This design comes from an exercise in tuning for small area, a short achievable clock period and few clock cycles per item on the open sky130 flow, not from production work. Where RTL was checked, it was by simulation tests only, not by an equivalence proof against the original. Only the layout flow was run in runs 2 and 3; the RTL was not checked for function there.

==> flow/design.v, too long to show whole: its modules and the start of the top module <==
// module mult_iter: 4120 lines
// module mult_iter_fa: 10 lines
// module mult_iter_bcp: 4 lines
// module mult_iter_bcn: 4 lines
// module mult_iter_gcp: 3 lines
// module mult_iter_gcn: 3 lines
// module mult_iter_ha: 9 lines
module mult_iter #(
  parameter int WIDTH = 32,
  parameter int DIGIT = 8
) (
  input  logic             clk,
  input  logic             rst_n,
  input  logic             valid_in,
  output logic             ready_out,
  input  logic             sign,
  input  logic [WIDTH-1:0] src_a,
  input  logic [WIDTH-1:0] src_b,
  input  logic             flush,
  output logic             valid_out,
  input  logic             ready_in,
  output logic [WIDTH-1:0] hi,
  output logic [WIDTH-1:0] lo
);
  // ...
==> flow/run.sh <==
#!/bin/bash
# synth_recipe.tcl (not shown) runs the flow's synth.tcl, then flattens the netlist and writes it again
# the make line also repeats each setting of config.mk as NAME=value (left out here)
make -C /OpenROAD-flow-scripts/flow DESIGN_CONFIG=/design/flow/config.mk WORK_HOME=/design/flow/orfs CLKGATE_MAP_FILE= SYNTH_SCRIPT=/design/flow/synth_recipe.tcl finish
==> flow/config.mk <==
export PLATFORM = sky130hd
export DESIGN_NAME = mult_iter
export DESIGN_NICKNAME = mult_iter
export VERILOG_FILES = /design/flow/design.v
export SDC_FILE = /design/flow/constraint.sdc
export NUM_CORES = 4
export LEC_CHECK = 0
export CAP_MARGIN = 20
export CORE_MARGIN = 2
export CORE_UTILIZATION = 40
export SLEW_MARGIN = 20
export SYNTH_HIERARCHICAL = 1
==> flow/constraint.sdc <==
create_clock -name core_clock -period 10.0 [get_ports {clk}]
set_input_delay 2.0000 -clock core_clock [delete_from_list [all_inputs] [get_ports {clk}]]
set_output_delay 2.0000 -clock core_clock [all_outputs]
set_load 0.01 [all_outputs]
==> out/results.env, run 1 <==
DESIGN.SEQ.COUNT=364
SETUP_WS_NS=5.990
FINALHOLDVIOLATIONS=0
CRIT_TOP_CELL='sky130_fd_sc_hd__fa_1'
TIMING.CRITICAL_PATH.CELLS='buf_4, a22oi_1, xnor2_1, fa_1, fa_1, fa_1, fa_1, fa_1'
CRIT_PATH_END='m_q[76]'
GRT_PASS1_WL_UM=190400
TRITONCTS='done'
PIN_COUNT_OF_THE_BIGGEST_NET_ENTERING_GLOBAL_ROUTING=84
CTS_POST_SETUP_BUFFERS_INSERTED=0
SYNTH.FF_LATCH_COUNT=364
CRITPATHMAXFANOUT=33
MET1_LENGTH_UM=51140
DRT_PRE_ANTENNA_ITERS=7
SYNTH_AREA_LEADERS='sky130_fd_sc_hd__edfxtp_1 28%, sky130_fd_sc_hd__fa_1 25%, sky130_fd_sc_hd__xnor2_1 13%'
DIEAREA_UM2=99320
NUM-MULTI-INPUT-GATES=2542
PLACEDINSTANCEAREA_UM2=40620
NUMBER_OF_DISTINCT_LIBRARY_CELL_VARIANTS_IN_THE_GATE_LEVEL_NETLIST_AFTER_SYNTHESIS=31
HP-START='px_q[45]'
SYNTH_ENABLE_FLOP_CELLS=358
RUN_STATUS='complete, no violations'
AREA_SHARE_NONCLK_BUFFERS=0.04781
MAXCLOCKFREQUENCY_GHz=0.2494
WHS_ENDPOINT='p_q[45]'
CTS.PATH.MAX_BUFFERS=3
FP-ROW-COUNT=114
SYNTH.AREA.MUX_SHARE=0.01887
Testbench counts, summed over its fixed seeds: cycles 1,944, items 1,920.
==> inputs of run 2 (changes only) <==
--- a/flow/design.v
+++ b/flow/design.v
@@ -21,18 +21,19 @@
   logic vo_q, n2_q;             
   logic en1, acc, pop, inc;
   logic v1_d, v2_d, vo_d, n2_d;
   logic [16:0] e1_q, e2_q, en_q;
   logic [32:0] b1_q;
   logic [16:0] e1_d, e2_d, en_d;
   logic [34:0] xa;
   logic [146:0] m_q, m_d;
-  logic [63:0] p_q, px_q;
+  logic [63:0] p_q;
   logic [63:0] fx, fy, prod;
+  logic [63:0] px_q;
   logic pp1;
   logic pp2;
   logic pp3;
   logic pp4;
   logic pp5;
   logic pp6;
   logic pp7;
   logic pp8;
@@ -2423,16 +2424,142 @@
   logic g2393;
   logic g2394;
   logic g2395;
   logic g2396;
   logic g2397;
   logic g2398;
   logic g2399;
   logic g2400;
+  logic xa2401;
+  logic xc2402;
+  logic xa2403;
+  logic xc2404;
+  logic xa2405;
+  logic xc2406;
+  logic xa2407;
+  logic xc2408;
+  logic xa2409;
+  logic xc2410;
+  logic xa2411;
+  logic xc2412;
+  logic xa2413;
+  logic xc2414;
+  logic xa2415;
+  logic xc2416;
+  logic xa2417;
+  logic xc2418;
+  logic xa2419;
+  logic xc2420;
+  logic xa2421;
+  logic xc2422;
+  logic xa2423;
+  logic xc2424;
+  logic xa2425;
+  logic xc2426;
+  logic xa2427;
+  logic xc2428;
+  logic xa2429;
+  logic xc2430;
+  logic xa2431;
+  logic xc2432;
+  logic xa2433;
+  logic xc2434;
+  logic xa2435;
+  logic xc2436;
+  logic xa2437;
+  logic xc2438;
+  logic xa2439;
+  logic xc2440;
+  logic xa2441;
+  logic xc2442;
+  logic xa2443;
+  logic xc2444;
+  logic xa2445;
+  logic xc2446;
+  logic xa2447;
+  logic xc2448;
+  logic xa2449;
+  logic xc2450;
+  logic xa2451;
+  logic xc2452;
+  logic xa2453;
+  logic xc2454;
+  logic xa2455;
+  logic xc2456;
+  logic xa2457;
+  logic xc2458;
+  logic xa2459;
+  logic xc2460;
+  logic xa2461;
+  logic xc2462;
+  logic xa2463;
+  logic xc2464;
+  logic xa2465;
+  logic xc2466;
+  logic xa2467;
+  logic xc2468;
+  logic xa2469;
+  logic xc2470;
+  logic xa2471;
+  logic xc2472;
+  logic xa2473;
+  logic xc2474;
+  logic xa2475;
+  logic xc2476;
+  logic xa2477;
+  logic xc2478;
+  logic xa2479;
+  logic xc2480;
+  logic xa2481;
+  logic xc2482;
+  logic xa2483;
+  logic xc2484;
+  logic xa2485;
+  logic xc2486;
+  logic xa2487;
+  logic xc2488;
+  logic xa2489;
+  logic xc2490;
+  logic xa2491;
+  logic xc2492;
+  logic xa2493;
+  logic xc2494;
+  logic xa2495;
+  logic xc2496;
+  logic xa2497;
+  logic xc2498;
+  logic xa2499;
+  logic xc2500;
+  logic xa2501;
+  logic xc2502;
+  logic xa2503;
+  logic xc2504;
+  logic xa2505;
+  logic xc2506;
+  logic xa2507;
+  logic xc2508;
+  logic xa2509;
+  logic xc2510;
+  logic xa2511;
+  logic xc2512;
+  logic xa2513;
+  logic xc2514;
+  logic xa2515;
+  logic xc2516;
+  logic xa2517;
+  logic xc2518;
+  logic xa2519;
+  logic xc2520;
+  logic xa2521;
+  logic xc2522;
+  logic xa2523;
+  logic xc2524;
+  logic xa2525;
+  logic xc2526;
   assign en1 = adv_q | ~v1_q;
   assign acc = valid_in & rdy_q & ~flush;
   assign pop = vo_q & ready_in & ~flush;
   assign inc = adv_q & v2_q;
   always_comb begin
     v1_d = en1 ? acc : v1_q;
     v2_d = adv_q ? v1_q : v2_q;
     vo_d = vo_q;
@@ -2488,17 +2615,17 @@
   end
   always_ff @(posedge clk) begin
     if (adv_q) begin
       m_q  <= m_d;
       px_q <= prod;
     end
   end
   always_ff @(posedge clk) begin
-    if (!vo_q || ready_in) p_q <= n2_q ? px_q : prod;
+    if (!vo_q || ready_in) p_q <= prod;
   end
   assign pp1 = (e1_q[0] & b1_q[0]) ^ en_q[0];
   assign pp2 = ((e1_q[0] & b1_q[1]) | (e2_q[0] & b1_q[0])) ^ en_q[0];
   assign pp3 = ((e1_q[0] & b1_q[2]) | (e2_q[0] & b1_q[1])) ^ en_q[0];
   assign pp4 = ((e1_q[0] & b1_q[3]) | (e2_q[0] & b1_q[2])) ^ en_q[0];
   assign pp5 = ((e1_q[0] & b1_q[4]) | (e2_q[0] & b1_q[3])) ^ en_q[0];
   assign pp6 = ((e1_q[0] & b1_q[5]) | (e2_q[0] & b1_q[4])) ^ en_q[0];
   assign pp7 = ((e1_q[0] & b1_q[6]) | (e2_q[0] & b1_q[5])) ^ en_q[0];
@@ -4044,80 +4171,206 @@
   mult_iter_gcn u_g2393 (.gh(g2321), .ph(p2322), .gl(g2265), .g(g2393));
   mult_iter_gcn u_g2394 (.gh(g2323), .ph(p2324), .gl(g2266), .g(g2394));
   mult_iter_gcn u_g2395 (.gh(g2325), .ph(p2326), .gl(g2267), .g(g2395));
   mult_iter_gcn u_g2396 (.gh(g2327), .ph(p2328), .gl(g2268), .g(g2396));
   mult_iter_gcn u_g2397 (.gh(g2329), .ph(p2330), .gl(g2269), .g(g2397));
   mult_iter_gcn u_g2398 (.gh(g2331), .ph(p2332), .gl(g2270), .g(g2398));
   mult_iter_gcn u_g2399 (.gh(g2333), .ph(p2334), .gl(g2271), .g(g2399));
   mult_iter_gcn u_g2400 (.gh(g2335), .ph(p2336), .gl(g2272), .g(g2400));
-  assign prod[0] = p1632;
-  assign prod[1] = p1634 ^ g2337;
-  assign prod[2] = p1636 ^ g2338;
-  assign prod[3] = p1638 ^ g2339;
-  assign prod[4] = p1640 ^ g2340;
-  assign prod[5] = p1642 ^ g2341;
-  assign prod[6] = p1644 ^ g2342;
-  assign prod[7] = p1646 ^ g2343;
-  assign prod[8] = p1648 ^ g2344;
-  assign prod[9] = p1650 ^ g2345;
-  assign prod[10] = p1652 ^ g2346;
-  assign prod[11] = p1654 ^ g2347;
-  assign prod[12] = p1656 ^ g2348;
-  assign prod[13] = p1658 ^ g2349;
-  assign prod[14] = p1660 ^ g2350;
-  assign prod[15] = p1662 ^ g2351;
-  assign prod[16] = p1664 ^ g2352;
-  assign prod[17] = p1666 ^ g2353;
-  assign prod[18] = p1668 ^ g2354;
-  assign prod[19] = p1670 ^ g2355;
-  assign prod[20] = p1672 ^ g2356;
-  assign prod[21] = p1674 ^ g2357;
-  assign prod[22] = p1676 ^ g2358;
-  assign prod[23] = p1678 ^ g2359;
-  assign prod[24] = p1680 ^ g2360;
-  assign prod[25] = p1682 ^ g2361;
-  assign prod[26] = p1684 ^ g2362;
-  assign prod[27] = p1686 ^ g2363;
-  assign prod[28] = p1688 ^ g2364;
-  assign prod[29] = p1690 ^ g2365;
-  assign prod[30] = p1692 ^ g2366;
-  assign prod[31] = p1694 ^ g2367;
-  assign prod[32] = p1696 ^ g2368;
-  assign prod[33] = p1698 ^ g2369;
-  assign prod[34] = p1700 ^ g2370;
-  assign prod[35] = p1702 ^ g2371;
-  assign prod[36] = p1704 ^ g2372;
-  assign prod[37] = p1706 ^ g2373;
-  assign prod[38] = p1708 ^ g2374;
-  assign prod[39] = p1710 ^ g2375;
-  assign prod[40] = p1712 ^ g2376;
-  assign prod[41] = p1714 ^ g2377;
-  assign prod[42] = p1716 ^ g2378;
-  assign prod[43] = p1718 ^ g2379;
-  assign prod[44] = p1720 ^ g2380;
-  assign prod[45] = p1722 ^ g2381;
-  assign prod[46] = p1724 ^ g2382;
-  assign prod[47] = p1726 ^ g2383;
-  assign prod[48] = p1728 ^ g2384;
-  assign prod[49] = p1730 ^ g2385;
-  assign prod[50] = p1732 ^ g2386;
-  assign prod[51] = p1734 ^ g2387;
-  assign prod[52] = p1736 ^ g2388;
-  assign prod[53] = p1738 ^ g2389;
-  assign prod[54] = p1740 ^ g2390;
-  assign prod[55] = p1742 ^ g2391;
-  assign prod[56] = p1744 ^ g2392;
-  assign prod[57] = p1746 ^ g2393;
-  assign prod[58] = p1748 ^ g2394;
-  assign prod[59] = p1750 ^ g2395;
-  assign prod[60] = p1752 ^ g2396;
-  assign prod[61] = p1754 ^ g2397;
-  assign prod[62] = p1756 ^ g2398;
-  assign prod[63] = p1758 ^ g2399;
+  assign prod[0] = n2_q ? px_q[0] : p1632;
+  assign xa2401 = n2_q ? px_q[1] : p1634;
+  assign xc2402 = g2337 & ~n2_q;
+  mult_iter_xor u_xa2401 (.a(xa2401), .b(xc2402), .y(prod[1]));
+  assign xa2403 = n2_q ? px_q[2] : p1636;
+  assign xc2404 = g2338 & ~n2_q;
+  mult_iter_xor u_xa2403 (.a(xa2403), .b(xc2404), .y(prod[2]));
+  assign xa2405 = n2_q ? px_q[3] : p1638;
+  assign xc2406 = g2339 & ~n2_q;
+  mult_iter_xor u_xa2405 (.a(xa2405), .b(xc2406), .y(prod[3]));
+  assign xa2407 = n2_q ? px_q[4] : p1640;
+  assign xc2408 = g2340 & ~n2_q;
+  mult_iter_xor u_xa2407 (.a(xa2407), .b(xc2408), .y(prod[4]));
+  assign xa2409 = n2_q ? px_q[5] : p1642;
+  assign xc2410 = g2341 & ~n2_q;
+  mult_iter_xor u_xa2409 (.a(xa2409), .b(xc2410), .y(prod[5]));
+  assign xa2411 = n2_q ? px_q[6] : p1644;
+  assign xc2412 = g2342 & ~n2_q;
+  mult_iter_xor u_xa2411 (.a(xa2411), .b(xc2412), .y(prod[6]));
+  assign xa2413 = n2_q ? px_q[7] : p1646;
+  assign xc2414 = g2343 & ~n2_q;
+  mult_iter_xor u_xa2413 (.a(xa2413), .b(xc2414), .y(prod[7]));
+  assign xa2415 = n2_q ? px_q[8] : p1648;
+  assign xc2416 = g2344 & ~n2_q;
+  mult_iter_xor u_xa2415 (.a(xa2415), .b(xc2416), .y(prod[8]));
+  assign xa2417 = n2_q ? px_q[9] : p1650;
+  assign xc2418 = g2345 & ~n2_q;
+  mult_iter_xor u_xa2417 (.a(xa2417), .b(xc2418), .y(prod[9]));
+  assign xa2419 = n2_q ? px_q[10] : p1652;
+  assign xc2420 = g2346 & ~n2_q;
+  mult_iter_xor u_xa2419 (.a(xa2419), .b(xc2420), .y(prod[10]));
+  assign xa2421 = n2_q ? px_q[11] : p1654;
+  assign xc2422 = g2347 & ~n2_q;
+  mult_iter_xor u_xa2421 (.a(xa2421), .b(xc2422), .y(prod[11]));
+  assign xa2423 = n2_q ? px_q[12] : p1656;
+  assign xc2424 = g2348 & ~n2_q;
+  mult_iter_xor u_xa2423 (.a(xa2423), .b(xc2424), .y(prod[12]));
+  assign xa2425 = n2_q ? px_q[13] : p1658;
+  assign xc2426 = g2349 & ~n2_q;
+  mult_iter_xor u_xa2425 (.a(xa2425), .b(xc2426), .y(prod[13]));
+  assign xa2427 = n2_q ? px_q[14] : p1660;
+  assign xc2428 = g2350 & ~n2_q;
+  mult_iter_xor u_xa2427 (.a(xa2427), .b(xc2428), .y(prod[14]));
+  assign xa2429 = n2_q ? px_q[15] : p1662;
+  assign xc2430 = g2351 & ~n2_q;
+  mult_iter_xor u_xa2429 (.a(xa2429), .b(xc2430), .y(prod[15]));
+  assign xa2431 = n2_q ? px_q[16] : p1664;
+  assign xc2432 = g2352 & ~n2_q;
+  mult_iter_xor u_xa2431 (.a(xa2431), .b(xc2432), .y(prod[16]));
+  assign xa2433 = n2_q ? px_q[17] : p1666;
+  assign xc2434 = g2353 & ~n2_q;
+  mult_iter_xor u_xa2433 (.a(xa2433), .b(xc2434), .y(prod[17]));
+  assign xa2435 = n2_q ? px_q[18] : p1668;
+  assign xc2436 = g2354 & ~n2_q;
+  mult_iter_xor u_xa2435 (.a(xa2435), .b(xc2436), .y(prod[18]));
+  assign xa2437 = n2_q ? px_q[19] : p1670;
+  assign xc2438 = g2355 & ~n2_q;
+  mult_iter_xor u_xa2437 (.a(xa2437), .b(xc2438), .y(prod[19]));
+  assign xa2439 = n2_q ? px_q[20] : p1672;
+  assign xc2440 = g2356 & ~n2_q;
+  mult_iter_xor u_xa2439 (.a(xa2439), .b(xc2440), .y(prod[20]));
+  assign xa2441 = n2_q ? px_q[21] : p1674;
+  assign xc2442 = g2357 & ~n2_q;
+  mult_iter_xor u_xa2441 (.a(xa2441), .b(xc2442), .y(prod[21]));
+  assign xa2443 = n2_q ? px_q[22] : p1676;
+  assign xc2444 = g2358 & ~n2_q;
+  mult_iter_xor u_xa2443 (.a(xa2443), .b(xc2444), .y(prod[22]));
+  assign xa2445 = n2_q ? px_q[23] : p1678;
+  assign xc2446 = g2359 & ~n2_q;
+  mult_iter_xor u_xa2445 (.a(xa2445), .b(xc2446), .y(prod[23]));
+  assign xa2447 = n2_q ? px_q[24] : p1680;
+  assign xc2448 = g2360 & ~n2_q;
+  mult_iter_xor u_xa2447 (.a(xa2447), .b(xc2448), .y(prod[24]));
+  assign xa2449 = n2_q ? px_q[25] : p1682;
+  assign xc2450 = g2361 & ~n2_q;
+  mult_iter_xor u_xa2449 (.a(xa2449), .b(xc2450), .y(prod[25]));
+  assign xa2451 = n2_q ? px_q[26] : p1684;
+  assign xc2452 = g2362 & ~n2_q;
+  mult_iter_xor u_xa2451 (.a(xa2451), .b(xc2452), .y(prod[26]));
+  assign xa2453 = n2_q ? px_q[27] : p1686;
+  assign xc2454 = g2363 & ~n2_q;
+  mult_iter_xor u_xa2453 (.a(xa2453), .b(xc2454), .y(prod[27]));
+  assign xa2455 = n2_q ? px_q[28] : p1688;
+  assign xc2456 = g2364 & ~n2_q;
+  mult_iter_xor u_xa2455 (.a(xa2455), .b(xc2456), .y(prod[28]));
+  assign xa2457 = n2_q ? px_q[29] : p1690;
+  assign xc2458 = g2365 & ~n2_q;
+  mult_iter_xor u_xa2457 (.a(xa2457), .b(xc2458), .y(prod[29]));
+  assign xa2459 = n2_q ? px_q[30] : p1692;
+  assign xc2460 = g2366 & ~n2_q;
+  mult_iter_xor u_xa2459 (.a(xa2459), .b(xc2460), .y(prod[30]));
+  assign xa2461 = n2_q ? px_q[31] : p1694;
+  assign xc2462 = g2367 & ~n2_q;
+  mult_iter_xor u_xa2461 (.a(xa2461), .b(xc2462), .y(prod[31]));
+  assign xa2463 = n2_q ? px_q[32] : p1696;
+  assign xc2464 = g2368 & ~n2_q;
+  mult_iter_xor u_xa2463 (.a(xa2463), .b(xc2464), .y(prod[32]));
+  assign xa2465 = n2_q ? px_q[33] : p1698;
+  assign xc2466 = g2369 & ~n2_q;
+  mult_iter_xor u_xa2465 (.a(xa2465), .b(xc2466), .y(prod[33]));
+  assign xa2467 = n2_q ? px_q[34] : p1700;
+  assign xc2468 = g2370 & ~n2_q;
+  mult_iter_xor u_xa2467 (.a(xa2467), .b(xc2468), .y(prod[34]));
+  assign xa2469 = n2_q ? px_q[35] : p1702;
+  assign xc2470 = g2371 & ~n2_q;
+  mult_iter_xor u_xa2469 (.a(xa2469), .b(xc2470), .y(prod[35]));
+  assign xa2471 = n2_q ? px_q[36] : p1704;
+  assign xc2472 = g2372 & ~n2_q;
+  mult_iter_xor u_xa2471 (.a(xa2471), .b(xc2472), .y(prod[36]));
+  assign xa2473 = n2_q ? px_q[37] : p1706;
+  assign xc2474 = g2373 & ~n2_q;
+  mult_iter_xor u_xa2473 (.a(xa2473), .b(xc2474), .y(prod[37]));
+  assign xa2475 = n2_q ? px_q[38] : p1708;
+  assign xc2476 = g2374 & ~n2_q;
+  mult_iter_xor u_xa2475 (.a(xa2475), .b(xc2476), .y(prod[38]));
+  assign xa2477 = n2_q ? px_q[39] : p1710;
+  assign xc2478 = g2375 & ~n2_q;
+  mult_iter_xor u_xa2477 (.a(xa2477), .b(xc2478), .y(prod[39]));
+  assign xa2479 = n2_q ? px_q[40] : p1712;
+  assign xc2480 = g2376 & ~n2_q;
+  mult_iter_xor u_xa2479 (.a(xa2479), .b(xc2480), .y(prod[40]));
+  assign xa2481 = n2_q ? px_q[41] : p1714;
+  assign xc2482 = g2377 & ~n2_q;
+  mult_iter_xor u_xa2481 (.a(xa2481), .b(xc2482), .y(prod[41]));
+  assign xa2483 = n2_q ? px_q[42] : p1716;
+  assign xc2484 = g2378 & ~n2_q;
+  mult_iter_xor u_xa2483 (.a(xa2483), .b(xc2484), .y(prod[42]));
+  assign xa2485 = n2_q ? px_q[43] : p1718;
+  assign xc2486 = g2379 & ~n2_q;
+  mult_iter_xor u_xa2485 (.a(xa2485), .b(xc2486), .y(prod[43]));
+  assign xa2487 = n2_q ? px_q[44] : p1720;
+  assign xc2488 = g2380 & ~n2_q;
+  mult_iter_xor u_xa2487 (.a(xa2487), .b(xc2488), .y(prod[44]));
+  assign xa2489 = n2_q ? px_q[45] : p1722;
+  assign xc2490 = g2381 & ~n2_q;
+  mult_iter_xor u_xa2489 (.a(xa2489), .b(xc2490), .y(prod[45]));
+  assign xa2491 = n2_q ? px_q[46] : p1724;
+  assign xc2492 = g2382 & ~n2_q;
+  mult_iter_xor u_xa2491 (.a(xa2491), .b(xc2492), .y(prod[46]));
+  assign xa2493 = n2_q ? px_q[47] : p1726;
+  assign xc2494 = g2383 & ~n2_q;
+  mult_iter_xor u_xa2493 (.a(xa2493), .b(xc2494), .y(prod[47]));
+  assign xa2495 = n2_q ? px_q[48] : p1728;
+  assign xc2496 = g2384 & ~n2_q;
+  mult_iter_xor u_xa2495 (.a(xa2495), .b(xc2496), .y(prod[48]));
+  assign xa2497 = n2_q ? px_q[49] : p1730;
+  assign xc2498 = g2385 & ~n2_q;
+  mult_iter_xor u_xa2497 (.a(xa2497), .b(xc2498), .y(prod[49]));
+  assign xa2499 = n2_q ? px_q[50] : p1732;
+  assign xc2500 = g2386 & ~n2_q;
+  mult_iter_xor u_xa2499 (.a(xa2499), .b(xc2500), .y(prod[50]));
+  assign xa2501 = n2_q ? px_q[51] : p1734;
+  assign xc2502 = g2387 & ~n2_q;
+  mult_iter_xor u_xa2501 (.a(xa2501), .b(xc2502), .y(prod[51]));
+  assign xa2503 = n2_q ? px_q[52] : p1736;
+  assign xc2504 = g2388 & ~n2_q;
+  mult_iter_xor u_xa2503 (.a(xa2503), .b(xc2504), .y(prod[52]));
+  assign xa2505 = n2_q ? px_q[53] : p1738;
+  assign xc2506 = g2389 & ~n2_q;
+  mult_iter_xor u_xa2505 (.a(xa2505), .b(xc2506), .y(prod[53]));
+  assign xa2507 = n2_q ? px_q[54] : p1740;
+  assign xc2508 = g2390 & ~n2_q;
+  mult_iter_xor u_xa2507 (.a(xa2507), .b(xc2508), .y(prod[54]));
+  assign xa2509 = n2_q ? px_q[55] : p1742;
+  assign xc2510 = g2391 & ~n2_q;
+  mult_iter_xor u_xa2509 (.a(xa2509), .b(xc2510), .y(prod[55]));
+  assign xa2511 = n2_q ? px_q[56] : p1744;
+  assign xc2512 = g2392 & ~n2_q;
+  mult_iter_xor u_xa2511 (.a(xa2511), .b(xc2512), .y(prod[56]));
+  assign xa2513 = n2_q ? px_q[57] : p1746;
+  assign xc2514 = g2393 & ~n2_q;
+  mult_iter_xor u_xa2513 (.a(xa2513), .b(xc2514), .y(prod[57]));
+  assign xa2515 = n2_q ? px_q[58] : p1748;
+  assign xc2516 = g2394 & ~n2_q;
+  mult_iter_xor u_xa2515 (.a(xa2515), .b(xc2516), .y(prod[58]));
+  assign xa2517 = n2_q ? px_q[59] : p1750;
+  assign xc2518 = g2395 & ~n2_q;
+  mult_iter_xor u_xa2517 (.a(xa2517), .b(xc2518), .y(prod[59]));
+  assign xa2519 = n2_q ? px_q[60] : p1752;
+  assign xc2520 = g2396 & ~n2_q;
+  mult_iter_xor u_xa2519 (.a(xa2519), .b(xc2520), .y(prod[60]));
+  assign xa2521 = n2_q ? px_q[61] : p1754;
+  assign xc2522 = g2397 & ~n2_q;
+  mult_iter_xor u_xa2521 (.a(xa2521), .b(xc2522), .y(prod[61]));
+  assign xa2523 = n2_q ? px_q[62] : p1756;
+  assign xc2524 = g2398 & ~n2_q;
+  mult_iter_xor u_xa2523 (.a(xa2523), .b(xc2524), .y(prod[62]));
+  assign xa2525 = n2_q ? px_q[63] : p1758;
+  assign xc2526 = g2399 & ~n2_q;
+  mult_iter_xor u_xa2525 (.a(xa2525), .b(xc2526), .y(prod[63]));
   assign ready_out = rdy_q;
   assign valid_out = vo_q;
   assign hi        = p_q[63:32];
   assign lo        = p_q[31:0];
 endmodule
 module mult_iter_fa (
   input  logic a,
   input  logic b,
@@ -4137,16 +4390,19 @@
   assign p = ~(ph | pl);
 endmodule
 module mult_iter_gcp (input logic gh, ph, gl, output logic g);
   assign g = ~(gh | (ph & gl));
 endmodule
 module mult_iter_gcn (input logic gh, ph, gl, output logic g);
   assign g = ~(gh & (ph | gl));
 endmodule
+module mult_iter_xor (input logic a, b, output logic y);
+  assign y = a ^ b;
+endmodule
 module mult_iter_ha (
   input  logic a,
   input  logic b,
   output logic s,
   output logic co
 );
   assign s  = a ^ b;
   assign co = a & b;
==> flow/flow/run.sh (new file) <==
#!/bin/bash
# The standard layout, with plain buffers (buf_1) as the port buffers instead
# of the default choice.
set -euo pipefail
bash standard.sh "BUFFER_PORTS_ARGS=-buffer_cell sky130_fd_sc_hd__buf_1" finish > standard_flow.log 2>&1
==> flow/standard.sh (new file) <==
#!/bin/bash
# synth_recipe.tcl (not shown) runs the flow's synth.tcl, then flattens the netlist and writes it again
# the make line also repeats each setting of config.mk as NAME=value (left out here)
make -C /OpenROAD-flow-scripts/flow DESIGN_CONFIG=/design/flow/config.mk WORK_HOME=/design/flow/orfs CLKGATE_MAP_FILE= SYNTH_SCRIPT=/design/flow/synth_recipe.tcl "${@:-finish}"
==> flow/config.mk (replaced) <==
export PLATFORM = sky130hd
export DESIGN_NAME = mult_iter
export DESIGN_NICKNAME = mult_iter
export VERILOG_FILES = /design/flow/design.v
export SDC_FILE = /design/flow/constraint.sdc
export NUM_CORES = 4
export LEC_CHECK = 0
export CAP_MARGIN = 20
export CORE_MARGIN = 2
export CORE_UTILIZATION = 60
export SLEW_MARGIN = 20
export SYNTH_HIERARCHICAL = 1
removed: flow/run.sh
==> run 2 against run 1 <==
Compared with the run above: die area is 32% lower; clock-buffer cell count is 2 lower; worst setup slack worse by 0.032 ns; utilization is 20 points higher.
==> out/results.env, run 2 <==
RUN_STATUS='complete, no violations'
SYNTH-WARNING-COUNT=7
BOUNDARYPINS=136
LEADING_CELL_TYPE_IN_THE_LAYOUT_FILL_AND_TAPS_EXCLUDED='sky130_fd_sc_hd__xnor2_1'
MAX_FLOP_REGISTER='m_q'
FINALCLOCKSKEW_NS=0.03267
POST_SYNTHESIS_SEQUENTIAL_AREA_RATIO=0.2776
PLACEDINSTANCEAREA_UM2=39490  # -2.8%
SYNTH_TOP_AREA_FRAC=0.2738
MET3_USAGE=0.1387
POST_SYNTH_FA_HA_MAJ_AREA_FRACTION=0.2820
WHS_NS=0.5332
PLACED_CELLS_INCL_TAPS=4066
FINALCRITICALPERIOD_NS=4.042
CTS_ROOT_BUFFER='sky130_fd_sc_hd__clkbuf_16'
FILL_CELLS=5143
SYNTH_TOP_FAMILY_BY_AREA='adder cells'
PATH_CLASS='reg -> reg'
MAX_CAP_VIOL_COUNT=0
VIAS_IN_THE_FIRST_GLOBAL_ROUTE=30660
FP-ROW-COUNT=93  # -18%
MAXCLOCKFREQUENCY_GHz=0.2474  # -0.78%
DIEAREA_UM2=67510  # -32%
CRITICAL-PATH-SLOWEST-CELL='sky130_fd_sc_hd__fa_1'
CTS_HOLD_BUF=0
DP_HPWL_UM=81830
SYNTH_AREA_LEADERS='sky130_fd_sc_hd__edfxtp_1 27%, sky130_fd_sc_hd__fa_1 25%, sky130_fd_sc_hd__xnor2_1 12%'
DETAIL_ROUTE.WIRELENGTH_UM=128600
GPL_WTD_CONG=1.059
SYNTHESIS.AREA_PER_INSTANCE_UM2=11.87
STDCELL_COUNT=4149
CTS.SINK_COUNT=364
FINAL-MAX-SLEW-VIOLATION-COUNT=0
CRITPATHLAUNCHTYPE='flop'
ROUTE.DETAILED.WL_PER_INST_UM=30.98
NETLIST_TOP_CELLS_COUNT='560 x sky130_fd_sc_hd__xnor2_1, 490 x sky130_fd_sc_hd__fa_1, 455 x sky130_fd_sc_hd__a22oi_1, 358 x sky130_fd_sc_hd__edfxtp_1, 207 x sky130_fd_sc_hd__buf_2'
ROUTE.ANTENNA.REMAINING_NETS=0
SETUP_WS_NS=5.958  # -0.03155 ns
FLOORPLAN.INITIALDENSITY=0.6081
DIE_WIDTH_UM=259.8
WORSTSKEWPAIRLATENCY_NS=0.62
DRCVIOLATIONCOUNT=0
SYNTH.AREA.MUX_SHARE=0.01861  # -0.0002621
SYNTHESIS.INSTANCES=3307
GRT.MET2_USAGE=0.5787
CLKSLEWWORSTSETUPHOLDPATHS_NS=0.06
CTS_MADE_BUFFERS=43
PORT_BUFFERS=135
GLOBAL_ROUTE.USAGE.MET1=0.4962
STDCELL_AREA_UM2=40980
NUMBER_OF_DISTINCT_LIBRARY_CELL_VARIANTS_IN_THE_GATE_LEVEL_NETLIST_AFTER_SYNTHESIS=31  # unchanged
MAX_SLEW.WORST_PIN.SLEW_NS=0.9061
FINALSETUPVIOLATIONS=0
REG_TOP3='m_q (147), p_q (64), px_q (64)'
VIASPERCELL=6.867
PIN_COUNT_OF_THE_BIGGEST_NET_ENTERING_GLOBAL_ROUTING=75  # -11%
SYNTH-COMPOUND-AREA-SHARE=0.1763
LARGEST_REGISTER_FFS=147
POST-SYNTH-TOP-AREA-CELL='sky130_fd_sc_hd__edfxtp_1'
FINISH.NET_COUNT=3917
CTS_POST_SETUP_BUFFERS_INSERTED=0  # unchanged
HP-START='rdy_q'
CRITPATHMAXFANOUT=33  # unchanged
SYNTH.FF_LATCH_COUNT=364  # unchanged
CRIT_TOP_CELL='sky130_fd_sc_hd__fa_1'
TIMING.CRITICAL_PATH.CELLS='buf_4, a22oi_1, xnor2_1, fa_1, fa_1, fa_1, fa_1, fa_1'
GLOBAL_ROUTE.USAGE.TOTAL=0.3854
SYNTH_SIMPLE_GATE_AREA_FRAC=0.04343
TRITONCTS='done'
FINAL.PERIOD_UTILIZATION=0.4042
CTS.PATH.MAX_BUFFERS=3  # unchanged
GRT_ANTENNA_BEFORE_REPAIR=8
SYNTH_ENABLE_FLOP_CELLS=358  # unchanged
TIMING.CRITICAL_PATH.REQUIRED_NS=10.33
YS_ASYNC_SR_FRACTION=0.01648
SYN-CELL-AREA_UM2=39270
MOST-COMMON-LAYOUT-CELLS='560 x sky130_fd_sc_hd__xnor2_1, 490 x sky130_fd_sc_hd__fa_1, 455 x sky130_fd_sc_hd__a22oi_1, 358 x sky130_fd_sc_hd__edfxtp_1, 200 x sky130_fd_sc_hd__nand2_1'
GRT_OVERFLOW_TOTAL=0
POST_SYNTH_XOR_AREA_FRACTION=0.1459
CRITICAL_PATH.REG2REG.STARTPOINT='b1_q[16]'
GRT-BUSIEST-LAYER='met2'
TIMING.SETUP.TNS_NS=0
CORE_REGION_AREA_UM2=64580
SYN_TO_FINAL_GROWTH_PCT=4.356
CTSHTREEMAXLEVEL=2
DRT_PRE_ANTENNA_ITERS=7  # unchanged
SYNTH_MOST_COMMON_CELL='sky130_fd_sc_hd__xnor2_1'
CTS.REPAIR.RESIZED=0
VIAS=28490
MAX_SLEW_MARGIN=0.3960
WORST_SETUP_PATH_END_KIND='flop'
CRITPATHLAUNCH='b1_q[16]'
POST-PLACE-WS_NS=6.085
FLOORPLAN.DIE.HEIGHT_UM=259.8
ARRIVAL_NS=4.38
DRIVE_ABOVE_1_SHARE=0.1711
GRT_PASS1_WL_UM=191800  # +0.73%
UTILIZATION=0.6346
DR.FIRST_ITER.DRC_COUNT=4059
RSZ0062_AT_GRT='no'
FINALHOLDVIOLATIONS=0  # unchanged
SYNTH_FLOP_CELL='sky130_fd_sc_hd__edfxtp_1'
CP_SLOWEST_STAGE_DELAY_NS=0.56
HOLD_PATH_CLASS='reg -> reg'
[run 2: changes by cell type after synthesis, sizes merged]
cell	delta
buf	+10
clkbuf	-3
nor2	+32
nor2b	+31
xnor2	-21
xor2	+21
[run 2: logic make-up after synthesis]
| logic type | after synthesis |
|---|---|
| AO/OA/AOI/OAI | 863 |
| XOR/XNOR | 654 |
| adder cells (fa/ha/maj) | 591 |
| buffers and inverters | 362 |
| flip-flops | 364 |
| multiplexers | 65 |
| other | 2 |
| AND/OR/NAND/NOR | 406 |
[run 2: per-module statistics from Yosys (local to each module, per instance)]
| module | flops+latches | area, um^2 | times used |
|---|---|---|---|
| mult_iter_fa | 0 | 20.02 | 490 |
| mult_iter_bcn | 0 | 12.51 | 106 |
| mult_iter_bcp | 0 | 12.51 | 147 |
| mult_iter_xor | 0 | 8.758 | 63 |
| mult_iter_ha | 0 | 12.51 | 101 |
| mult_iter_gcp | 0 | 8.758 | 21 |
| mult_iter | 364 | 24090 | 1 |
| mult_iter_gcn | 0 | 5.005 | 41 |
[run 2: critical path: cells and delay by family (launching register included)]
kind / cells / cell delay [ns]
AOI/OAI and AO/OA: 1 / 0.22
xor gates and xnor gates: 1 / 0.31
adders and majority gates: 5 / 2.38
buffers and inverters: 1 / 0.48
DFF: 1 / 0.33
[run 2: cell type report]
cell class / count / area (um^2) / share of cell area
multi-input combinational: 2605 / 26270 / 0.6410
sequential: 364 / 10910 / 0.2662
timing repair buffer: 224 / 1175 / 0.02867
clock buffer: 48 / 1095 / 0.02672
tap: 855 / 1070 / 0.02610
clock inverter: 32 / 387.9 / 0.009465
inverter: 18 / 67.56 / 0.001649
antenna: 3 / 7.507 / 0.0001832
[run 2: metal layers]
layer  routed length, um  part of all wire  vias up
met5                  75           0.00058        -
met4                6920             0.054       10
met3               17510              0.14      557
met2               56380              0.44     2227
met1               47660              0.37    14230
li1                    -                 -    11460
[run 2: final timing paths]
| path | endpoint | slack (ns) | cells after the start |
|---|---|---|---|
| max | m_q[69] | 5.96 | 8 |
| min | v1_q | 0.53 | 2 |
| max reg2reg | m_q[69] | 5.96 | 8 |
| min reg2reg | v1_q | 0.53 | 2 |
| max in group asynchronous | adv_q | 8.43 | 1 |
| min in group asynchronous | v2_q | 1.28 | 1 |
==> inputs of run 3 (changes only) <==
--- a/flow/config.mk
+++ b/flow/config.mk
@@ -9,4 +9,5 @@
 export CORE_MARGIN = 2
 export CORE_UTILIZATION = 60
+export GPL_TIMING_DRIVEN = 1
 export SLEW_MARGIN = 20
 export SYNTH_HIERARCHICAL = 1
==> run 3 against run 2 <==
Compared with the run above: register-to-register slack is essentially flat; wire length is the same; global-route usage did not move; cell count stayed put; critical endpoint unchanged.
==> out/results.env, run 3 <==
CRITICAL_PATH.TOP_DELAY_FAMILY='adder cells'
FINISH.NET_COUNT=3917  # unchanged
LEADING_CELL_TYPE_IN_THE_LAYOUT_FILL_AND_TAPS_EXCLUDED='sky130_fd_sc_hd__xnor2_1'
REG_TOP3='m_q (147), p_q (64), px_q (64)'
PLACEDINSTANCEAREA_UM2=39490  # unchanged
FINAL.PERIOD_UTILIZATION=0.4042  # unchanged
WORST_SETUP_PATH_END_KIND='flop'
FLOORPLAN.INITIALDENSITY=0.6081  # unchanged
SYNTHESIS.AREA_PER_INSTANCE_UM2=11.87  # unchanged
SYNTH_TOP_AREA_FRAC=0.2738  # unchanged
VIASPERCELL=6.867  # unchanged
DETAIL_ROUTE.WIRELENGTH_UM=128600  # unchanged
GRT_ANTENNA_BEFORE_REPAIR=8  # unchanged
DRCVIOLATIONCOUNT=0  # unchanged
AREA.SEQUENTIAL_UM2=10910  # unchanged
CTS_POST_SETUP_BUFFERS_INSERTED=0  # unchanged
CORE_REGION_AREA_UM2=64580  # unchanged
POST_SYNTHESIS_SEQUENTIAL_AREA_RATIO=0.2776  # unchanged
SYNTH_FLOP_CELL='sky130_fd_sc_hd__edfxtp_1'
SYNTHESIS.INSTANCES=3307  # unchanged
GRT_OVERFLOW_TOTAL=0  # unchanged
FINAL-MAX-SLEW-VIOLATION-COUNT=0  # unchanged
YS_ASYNC_SR_FRACTION=0.01648  # unchanged
FLOORPLAN.DIE.HEIGHT_UM=259.8  # unchanged
MAX_SLEW_MARGIN=0.3960  # unchanged
TRITONCTS='done'
FINALCRITICALPERIOD_NS=4.042  # unchanged
FINALCLOCKSKEW_NS=0.03267  # unchanged
STDCELL_AREA_UM2=40980  # unchanged
ROUTE.DETAILED.WL_PER_INST_UM=30.98  # unchanged
CTS.REPAIR.RESIZED=0  # unchanged
BOUNDARYPINS=136  # unchanged
NUMBER_OF_DISTINCT_LIBRARY_CELL_VARIANTS_IN_THE_GATE_LEVEL_NETLIST_AFTER_SYNTHESIS=31  # unchanged
CLKSLEWWORSTSETUPHOLDPATHS_NS=0.06  # about the same
VIAS_IN_THE_FIRST_GLOBAL_ROUTE=30660  # unchanged
ARRIVAL_NS=4.38  # about the same
PATH_CLASS='reg -> reg'
MAX_CAP_VIOL_COUNT=0  # unchanged
GLOBAL_ROUTE.USAGE.TOTAL=0.3854  # unchanged
FILL_CELLS=5143  # unchanged
POST-PLACE-WS_NS=6.085  # unchanged
DIEAREA_UM2=67510  # unchanged
MAXCLOCKFREQUENCY_GHz=0.2474  # unchanged
CRIT_TOP_CELL='sky130_fd_sc_hd__fa_1'
TIMING.CRITICAL_PATH.REQUIRED_NS=10.33  # about the same
CP_SLOWEST_STAGE_DELAY_NS=0.56  # about the same
ROUTE.ANTENNA.REMAINING_NETS=0  # unchanged
NETLIST_TOP_CELLS_COUNT='560 x sky130_fd_sc_hd__xnor2_1, 490 x sky130_fd_sc_hd__fa_1, 455 x sky130_fd_sc_hd__a22oi_1, 358 x sky130_fd_sc_hd__edfxtp_1, 207 x sky130_fd_sc_hd__buf_2'
TIMING.SETUP.TNS_NS=0  # unchanged
FINALSETUPVIOLATIONS=0  # unchanged
DP_HPWL_UM=81830  # unchanged
FINALHOLDVIOLATIONS=0  # unchanged
DIE_WIDTH_UM=259.8  # unchanged
MOST-COMMON-LAYOUT-CELLS='560 x sky130_fd_sc_hd__xnor2_1, 490 x sky130_fd_sc_hd__fa_1, 455 x sky130_fd_sc_hd__a22oi_1, 358 x sky130_fd_sc_hd__edfxtp_1, 200 x sky130_fd_sc_hd__nand2_1'
MAX_SLEW.WORST_PIN.SLEW_NS=0.9061  # unchanged
CTSHTREEMAXLEVEL=2  # unchanged
SYNTH_AREA_LEADERS='sky130_fd_sc_hd__edfxtp_1 27%, sky130_fd_sc_hd__fa_1 25%, sky130_fd_sc_hd__xnor2_1 12%'
VIAS=28490  # unchanged
SYN-CELL-AREA_UM2=39270  # unchanged
CTS_MADE_BUFFERS=43  # unchanged
LARGEST_REGISTER_FFS=147  # unchanged
SETUP_WS_NS=5.958  # unchanged
SYNTH-WARNING-COUNT=7  # unchanged
CTS.PATH.MAX_BUFFERS=3  # unchanged
CRITPATHLAUNCHTYPE='flop'
HOLD_PATH_CLASS='reg -> reg'
DRIVE_ABOVE_1_SHARE=0.1711  # unchanged
FP-ROW-COUNT=93  # unchanged
CTS_ROOT_BUFFER='sky130_fd_sc_hd__clkbuf_16'
SYN_TO_FINAL_GROWTH_PCT=4.356  # unchanged
DRT_PRE_ANTENNA_ITERS=7  # unchanged
PORT_BUFFERS=135  # unchanged
CTS_HOLD_BUF=0  # unchanged
TIMING.CRITICAL_PATH.CELLS='buf_4, a22oi_1, xnor2_1, fa_1, fa_1, fa_1, fa_1, fa_1'
MULTI_INPUT_COMB_AREA_UM2=26270  # unchanged
PIN_COUNT_OF_THE_BIGGEST_NET_ENTERING_GLOBAL_ROUTING=75  # unchanged
WORSTSKEWPAIRLATENCY_NS=0.62  # about the same
SYNTH.FF_LATCH_COUNT=364  # unchanged
MAX_FLOP_REGISTER='m_q'
RSZ0062_AT_GRT='no'
RUN_STATUS='complete, no violations'
SYNTH_ENABLE_FLOP_CELLS=358  # unchanged
POST-SYNTH-TOP-AREA-CELL='sky130_fd_sc_hd__edfxtp_1'
CRITPATHMAXFANOUT=33  # unchanged
DR.FIRST_ITER.DRC_COUNT=4059  # unchanged
SYNTH_MOST_COMMON_CELL='sky130_fd_sc_hd__xnor2_1'
GRT_PASS1_WL_UM=191800  # unchanged
CTS.SINK_COUNT=364  # unchanged
GPL_WTD_CONG=1.059  # unchanged
CP.BUFFERS_INVERTERS=1  # unchanged
CRITICAL-PATH-SLOWEST-CELL='sky130_fd_sc_hd__fa_1'
[run 3: path summary, 6_finish.rpt]
check	slack [ns]	to	depth (start not counted)	startpoint
max in group asynchronous	8.43	adv_q	1	rst_n
worst min-delay path	0.53	v1_q	2	rdy_q
worst max register to register	5.96	m_q[69]	8	b1_q[16]
worst max-delay path	5.96	m_q[69]	8	b1_q[16]
min in group asynchronous	1.28	v2_q	1	rst_n
worst min register to register	0.53	v1_q	2	rdy_q
[run 3: through the flow]
stage	std cells	utilization	hold WS, ns
4_1_cts	4146	0.6344	0.5364
2_1_floorplan	3331	-	0.4206
3_3_place_gp	4066	0.6115	0.5247
6_report	4149	0.6346	0.5332
5_1_grt	4146	0.6344	0.5874
3_5_place_dp	4066	0.6115	0.5284
[run 3: cells by family after synthesis]
group | share of synthesized area
adder cells (fa/ha/maj) | 0.2820
flip-flops | 0.2776
multiplexers | 0.01861
AO/OA/AOI/OAI | 0.1763
other | 0.0001912
buffers and inverters | 0.05601
AND/OR/NAND/NOR | 0.04343
XOR/XNOR | 0.1459
[run 3: metal layers]
layer	wire (um)	vias to the layer above	global-route usage
li1	-	11460	-
met2	56380	2227	0.5787
met3	17510	557	0.1387
met5	75	-	0
met1	47660	14230	0.4962
met4	6920	10	0.1890
[run 3: per-module statistics from Yosys (local to each module, per instance), excerpt]
module | cells inside | flops+latches
mult_iter | 2085 | 364
mult_iter_bcn | 2 | 0
mult_iter_fa | 1 | 0
mult_iter_gcn | 1 | 0
mult_iter_gcp | 1 | 0
mult_iter_ha | 1 | 0
mult_iter_xor | 1 | 0
[run 3: cell type report]
type	count	share of cell area
antenna	3	0.0001832
sequential	364	0.2662
clock buffer	48	0.02672
clock inverter	32	0.009465
inverter	18	0.001649
timing repair buffer	224	0.02867
multi-input combinational	2605	0.6410
tap	855	0.02610
[run 3: worst register-to-register path, cell delays in order, from the launching register on]
cell	delay, ns
sky130_fd_sc_hd__edfxtp_1	0.33
sky130_fd_sc_hd__buf_4	0.49
sky130_fd_sc_hd__a22oi_1	0.27
sky130_fd_sc_hd__xnor2_1	0.31
sky130_fd_sc_hd__fa_1	0.48
sky130_fd_sc_hd__fa_1	0.48
sky130_fd_sc_hd__fa_1	0.56
sky130_fd_sc_hd__fa_1	0.43
sky130_fd_sc_hd__fa_1	0.43

-- re-timing with driven ports --
The results above use ideal ports. As a check the final layouts listed here were re-extracted and re-timed, cells and wires unchanged. Step 1: set_driving_cell puts a clkbuf_16 on clk and a buf_2 on each other input, an assumption about the parent block. Step 2, shift: input delay + t, output delay - t, t = (earliest + latest rising clock arrival at the registers) / 2. This alone moves slack from input paths to output paths. Three values: no drivers, after step 1, after step 2; two values: the first two.
run	t, ns	setup slack, ns	worst setup path after step 2	worst data-port slew with drivers (ns)
run 1	0.688	5.990 / 5.990 / 5.990	register to register	0.06
run 2	0.669	5.958 / 5.958 / 5.958	register to register	0.05
run 3	0.669	5.958 / 5.958 / 5.958	register to register	0.05
After both steps setup and hold are still met in every run listed.
